Source: an optimization exercise on an open RTL-to-GDS flow (aim: small area, a short achievable clock period and few clock cycles per item). Production flows keep margins and buffers that such runs may drop.
The RTL was checked by simulation tests, not by an equivalence proof against the original design.

==> module mdo_roots, before the edit <==
module mdo_roots (
  input  logic                    clk,
  input  logic                    rst,
  input  logic                    load,
  input  logic [SUM_SQ_W-1:0]     sum_sq,      
  input  logic [SUM_CUBE_W-1:0]   sum_cube,    
  output logic                    last,        
  output logic [DIST_W-1:0]       euclid,
  output logic [DIST_W-1:0]       cubic
);
  localparam int unsigned LD    = 5;    
  localparam int unsigned STEPS = 36 - LD;
  logic        busy;
  logic [5:0]  k;
  logic [33:0] rs;           
  logic [36:0] r2;
  logic [35:0] y2;
  logic [38:0] r2s, t2, d2;
  logic        b2;
  logic [50:0] rc;
  logic [70:0] r3;
  logic [70:0] t3;           
  logic [35:0] y3;
  logic [74:0] r3s, d3;
  logic        b3;
  logic [70:0] t3_0, t3_1;
  logic [1:0]  ly3;
  logic [5:0]  lr3;
  logic [6:0]  lt3;
  logic [2:0]  ly2;
  logic [3:0]  lr2;
  mdo_load_tables u_tab (
    .c_top (sum_cube[55:51]),
    .s_top (sum_sq[39:34]),
    .c_y   (ly3),
    .c_r   (lr3),
    .c_t   (lt3),
    .s_y   (ly2),
    .s_r   (lr2)
  );
  logic [8:0]  xa3;  logic [9:0]  da3;  logic ta3;  logic [7:0]  ra3;  logic [9:0]  ua3;
  logic [10:0] xb3;  logic [11:0] db3;  logic tb3;  logic [9:0]  rb3;  logic [11:0] ub3;
  logic [2:0]  ya3;
  logic [5:0]  xa2, da2;  logic ta2;  logic [4:0] ra2;
  logic [6:0]  xb2, db2;  logic tb2;  logic [5:0] rb2;
  logic [3:0]  ya2;
  assign xa3 = {lr3, sum_cube[50:48]};
  assign da3 = {1'b0, xa3} - {3'b0, lt3};
  assign ta3 = !da3[9];
  assign ra3 = ta3 ? da3[7:0] : xa3[7:0];
  assign ya3 = {ly3, ta3};
  assign ua3 = ta3 ? ({1'b0, lt3, 2'b00} + 10'(36 * ly3) + 10'd15)
                   : ({1'b0, lt3, 2'b00} - 10'(12 * ly3) - 10'd3);
  assign xb3 = {ra3, sum_cube[47:45]};
  assign db3 = {1'b0, xb3} - {2'b0, ua3};
  assign tb3 = !db3[11];
  assign rb3 = tb3 ? db3[9:0] : xb3[9:0];
  assign ub3 = tb3 ? ({ua3, 2'b00} + 12'(36 * ya3) + 12'd15)
                   : ({ua3, 2'b00} - 12'(12 * ya3) - 12'd3);
  assign xa2 = {lr2, sum_sq[33:32]};
  assign da2 = xa2 - {1'b0, ly2, 2'b01};
  assign ta2 = !da2[5] && (xa2 >= {1'b0, ly2, 2'b01});
  assign ra2 = ta2 ? da2[4:0] : xa2[4:0];
  assign ya2 = {ly2, ta2};
  assign xb2 = {ra2, sum_sq[31:30]};
  assign db2 = xb2 - {1'b0, ya2, 2'b01};
  assign tb2 = (xb2 >= {1'b0, ya2, 2'b01});
  assign rb2 = tb2 ? db2[5:0] : xb2[5:0];
  assign last = busy && (k == 6'(STEPS - 1));
  assign r2s = {r2[36:0], rs[33:32]};
  assign t2  = {1'b0, y2[35:0], 2'b01};
  assign d2  = r2s - t2;
  assign b2  = !d2[38];
  assign r3s = {1'b0, r3, rc[50:48]};
  assign d3  = r3s - {4'b0, t3};
  assign b3  = !d3[74];
  logic [70:0] a0, b0, c0, s0, k0, a1, b1, c1, s1, k1;
  assign a0 = {t3[68:0], 2'b10};
  assign b0 = ~(71'({y3[34:0], 3'b011}));
  assign c0 = ~(71'({y3[34:0], 2'b00}));
  assign s0 = a0 ^ b0 ^ c0;
  assign k0 = (a0 & b0) | (a0 & c0) | (b0 & c0);
  assign t3_0 = s0 + {k0[69:0], 1'b0};
  assign a1 = {t3[68:0], 2'b00};
  assign b1 = 71'({y3[34:0], 5'b01111});
  assign c1 = 71'({y3[34:0], 2'b00});
  assign s1 = a1 ^ b1 ^ c1;
  assign k1 = (a1 & b1) | (a1 & c1) | (b1 & c1);
  assign t3_1 = s1 + {k1[69:0], 1'b0};
  assign euclid = y2;
  assign cubic  = y3;
  always_ff @(posedge clk) begin
    if (rst) begin
      busy <= 1'b0;
    end else if (load) begin
      busy <= 1'b1;
    end else if (last) begin
      busy <= 1'b0;
    end
  end
  always_ff @(posedge clk) begin
    if (load) begin
      k  <= '0;
      rs <= {sum_sq[29:0], 4'b0000};
      r2 <= 37'(rb2);
      rc <= {sum_cube[44:0], 6'b000000};
      r3 <= 71'(rb3);
      t3 <= 71'(ub3);
    end else begin
      k  <= k + 6'd1;
      rs <= {rs[31:0], 2'b00};
      r2 <= b2 ? d2[36:0] : r2s[36:0];
      rc <= {rc[47:0], 3'b000};
      r3 <= b3 ? d3[70:0] : r3s[70:0];
      t3 <= b3 ? t3_1 : t3_0;
    end
  end
  always_ff @(posedge clk) begin
    if (load) begin
      y2 <= 36'({ya2, tb2});
      y3 <= 36'({ya3, tb3});
    end else if (busy) begin
      y2 <= {y2[34:0], b2};
      y3 <= {y3[34:0], b3};
    end
  end
endmodule
Settings: LEC_CHECK=0, CAP_MARGIN=20, CORE_MARGIN=2, CORE_UTILIZATION=40, SLEW_MARGIN=20; clock period 10.0 ns.
run.sh (not shown) runs the stock make flow with config.mk's settings and CLKGATE_MAP_FILE= SYNTH_SCRIPT=/design/flow/synth_recipe.tcl, a recipe that flattens the netlist after the stock synthesis.
Testbench counts at the start, summed over its fixed seeds: cycles 12,912, items 384.
==> next run, changes <==
--- a/flow/design.v
+++ b/flow/design.v
@@ -750,5 +750,5 @@
   output logic [DIST_W-1:0]       cubic
 );
-  localparam int unsigned LD    = 5;    
+  localparam int unsigned LD    = 4;    
   localparam int unsigned STEPS = 36 - LD;
   logic        busy;
@@ -843,9 +843,9 @@
     if (load) begin
       k  <= '0;
-      rs <= {sum_sq[29:0], 4'b0000};
-      r2 <= 37'(rb2);
-      rc <= {sum_cube[44:0], 6'b000000};
-      r3 <= 71'(rb3);
-      t3 <= 71'(ub3);
+      rs <= {sum_sq[31:0], 2'b00};
+      r2 <= 37'(ra2);
+      rc <= {sum_cube[47:0], 3'b000};
+      r3 <= 71'(ra3);
+      t3 <= 71'(ua3);
     end else begin
       k  <= k + 6'd1;
@@ -859,6 +859,6 @@
   always_ff @(posedge clk) begin
     if (load) begin
-      y2 <= 36'({ya2, tb2});
-      y3 <= 36'({ya3, tb3});
+      y2 <= 36'(ya2);
+      y3 <= 36'(ya3);
     end else if (busy) begin
       y2 <= {y2[34:0], b2};
What happened: Core utilization fell by 0.16 points. Cell count fell by 2.1%. Sequential cell count rose by 5. Global-route usage fell by 0.86 points.
Testbench counts after the change, summed over its fixed seeds: cycles 13,181, items 384.

## static timing again, ports no longer ideal
In the flow no input, the clock included, has a driving cell. The finished layouts below were timed again as built, in two steps. Step 1 sets driving cells, clkbuf_16 on the clock port and buf_2 on the other inputs (assumed; they add their load-dependent delay and slew). Step 2 moves the port delays by t, midway between the first and last clock arrival at a register: inputs arrive t later, outputs are due t later. That takes back most of the time a late clock gives input paths. Slacks: ideal ports / drivers / drivers and shift; pairs: ideal ports / drivers.
run | t, ns | setup slack, ns | worst setup path at the end | worst slew at a driven data input, ns | pins driven straight from the clock port
the first run | 0.774 | 3.548 / 3.548 / 3.548 | register to register | 0.10 | 1
the second run | 0.764 | 3.808 / 3.808 / 3.808 | register to register | 0.03 | 1
After both steps setup and hold are still met in every run listed.
